What follows belongs to an exercise in optimizing a design on an open flow for small area and a short achievable clock period; a production flow would make more cautious choices.
Where RTL was checked, it was by simulation tests only, not by an equivalence proof against the original.
Power and IR drop assume default switching activity.

## ex_stage
module ex_stage (
    input  logic        clk,
    input  logic        rst_n,
    input  logic        flush,
    input  logic        in_valid,
    input  logic [6:0]  in_opcode,
    input  logic [4:0]  in_rd,
    input  logic [2:0]  in_funct3,
    input  logic [6:0]  in_funct7,
    input  logic [31:0] in_imm,
    input  logic [31:0] in_pc,
    input  logic [31:0] in_rs1_val,
    input  logic [31:0] in_rs2_val,
    output logic        out_valid,
    output logic [4:0]  out_rd,
    output logic        out_rd_we,
    output logic [31:0] out_rd_val,
    output logic [31:0] out_pc,
    output logic        out_jump,
    output logic [31:0] out_jump_pc,
    output logic        out_illegal
);
Settings: LEC_CHECK=0, CAP_MARGIN=20, CORE_MARGIN=2, CORE_UTILIZATION=40, SETUP_SLACK_MARGIN=2.5, SLEW_MARGIN=20; clock period 5.0 ns.
standard.sh (not shown) runs the stock make flow with config.mk's settings and CLKGATE_MAP_FILE= SYNTH_SCRIPT=/design/flow/synth_recipe.tcl, a recipe that flattens the netlist after the stock synthesis.
==> flow/flow/run.sh <==
#!/bin/bash
# Standard synthesis and layout; the only change is that the port buffers
# are plain buf_1 cells instead of the resizer's default pick.
set -euo pipefail
bash standard.sh synth > synth.log 2>&1
BUFFER_PORTS_ARGS="-buffer_cell sky130_fd_sc_hd__buf_1" bash standard.sh finish > layout.log 2>&1
Then changed:
ABC_AREA = 1   (was default)
Effect: The changed run produced a clean layout; non-clock buffer count rose by 15; clock-buffer cell count rose by 4; worst hold slack loses 8.7 ps; total power barely changes; maximum frequency rose by 9.9%; core utilization fell by 0.21 points; cell count rose by 20%; cell area fell by 0.93%; sequential power stays flat; global-route usage rose by 0.83 points.
Function was not checked in any run of this note: the RTL went through the layout flow alone.

* * *

ex_stage, a different RTL version from the one above (not shown whole).
Size: roughly 1800 cells after synthesis, roughly 220 flip-flops, ~260 I/O pins, ~12000 um2 of cells after synthesis.
==> flow/config.mk <==
export PLATFORM = sky130hd
export DESIGN_NAME = ex_stage
export DESIGN_NICKNAME = ex_stage
export VERILOG_FILES = /design/flow/design.v
export SDC_FILE = /design/flow/constraint.sdc
export NUM_CORES = 4
export LEC_CHECK = 0
export CAP_MARGIN = 20
export CORE_MARGIN = 2
export CORE_UTILIZATION = 45
export SETUP_SLACK_MARGIN = 2.9
export SLEW_MARGIN = 20
==> flow/constraint.sdc <==
create_clock -name core_clock -period 5.0 [get_ports {clk}]
set_input_delay 1.0000 -clock core_clock [delete_from_list [all_inputs] [get_ports {clk}]]
set_output_delay 1.0000 -clock core_clock [all_outputs]
set_load 0.01 [all_outputs]
==> flow/flow/run.sh <==
#!/bin/bash
# ORFS's synthesis as synth_recipe.tcl runs it (same registers), except that
# the full/half adder extraction is skipped and ABC maps with
# flow/abc.script; then the standard layout, with plain buf_1 cells as port
# buffers and clock tree clusters of up to 24 sinks under clkbuf_16 cells.
set -euo pipefail
W=$PWD
{
  cat <<EOT
proc extract_fa {args} {}
proc abc {args} {
  set i [lsearch -exact \$args -script]
  lset args [expr {\$i + 1}] $W/flow/abc.script
  yosys abc {*}\$args
}
EOT
  cat synth_recipe.tcl
} > synth_custom.tcl
bash standard.sh SYNTH_SCRIPT=$W/synth_custom.tcl synth > synth.log 2>&1
CTS_ARGS="-sink_clustering_enable -repair_clock_nets -buf_list sky130_fd_sc_hd__clkbuf_16 -sink_clustering_size 24 -sink_clustering_max_diameter 120 -dont_use_dummy_load" BUFFER_PORTS_ARGS="-buffer_cell sky130_fd_sc_hd__buf_1" bash standard.sh finish > layout.log 2>&1
==> flow/flow/abc.script <==
strash
dch
map -B 0.9
topo
stime -c
buffer -c
upsize -c
dnsize -c
==> next run, changes <==
==> flow/flow/run.sh (replaced) <==
#!/bin/bash
# ORFS's synthesis as synth_recipe.tcl runs it (same registers), except that
# the full/half adder extraction is skipped and ABC maps with
# flow/abc.script; then the standard layout, with plain buf_1 cells as port
# buffers, clock tree clusters of up to 24 sinks under clkbuf_16 cells, and
# no gate cloning in timing repair.
set -euo pipefail
W=$PWD
{
  cat <<EOT
proc extract_fa {args} {}
proc abc {args} {
  set i [lsearch -exact \$args -script]
  lset args [expr {\$i + 1}] $W/flow/abc.script
  yosys abc {*}\$args
}
EOT
  cat synth_recipe.tcl
} > synth_custom.tcl
bash standard.sh SYNTH_SCRIPT=$W/synth_custom.tcl synth > synth.log 2>&1
SKIP_GATE_CLONING=1 CTS_ARGS="-sink_clustering_enable -repair_clock_nets -buf_list sky130_fd_sc_hd__clkbuf_16 -sink_clustering_size 24 -sink_clustering_max_diameter 120 -dont_use_dummy_load" BUFFER_PORTS_ARGS="-buffer_cell sky130_fd_sc_hd__buf_1" bash standard.sh finish > layout.log 2>&1
SETUP_SLACK_MARGIN = 2.8   (was 2.9)
The changed run produced a clean layout.
Maximum frequency goes down by 0.70%.
Global-route usage stays flat.
Sequential cell count is unchanged.
Power shrinks by 2.8%.

## port drivers added, routing unchanged
The flow's constraints put no driver on any port. The routed layouts listed below were extracted and timed again, unchanged, in two steps.
Step 1 (the two cells are an assumption about what drives the block):
set clk [get_ports {clk}]
set_driving_cell -lib_cell sky130_fd_sc_hd__clkbuf_16 $clk
set_driving_cell -lib_cell sky130_fd_sc_hd__buf_2 [delete_from_list [all_inputs] $clk]
Step 2 adds t to the input delays and takes it off the output delays; t is the mean of the earliest and latest rising clock arrival at the registers after step 1. Input paths then give back, and output paths get back, about the clock's delay inside the block.
Three values: ideal, step 1, step 2; two values: the first two.
| run | t (ns) | setup slack, ns | clock arrival spread, ns | worst slew at a driven data input, ns |
|---|---|---|---|---|
| the first run of note 1 | 0.561 | 1.304 / 1.304 / 1.304 | 0.013 / 0.013 | 0.04 |
| the second run of note 1 | 0.575 | 1.638 / 1.638 / 1.638 | 0.025 / 0.024 | 0.05 |
| the first run of note 2 | 0.528 | 2.860 / 2.861 / 2.334 | 0.049 / 0.049 | 0.06 |
| the second run of note 2 | 0.520 | 2.844 / 2.872 / 2.352 | 0.044 / 0.044 | 0.05 |
After both steps every run listed still meets setup and hold. For the first run of note 2, which loses most, drivers alone change the setup slack by +0.001 ns; drivers and shift together by -0.526 ns.
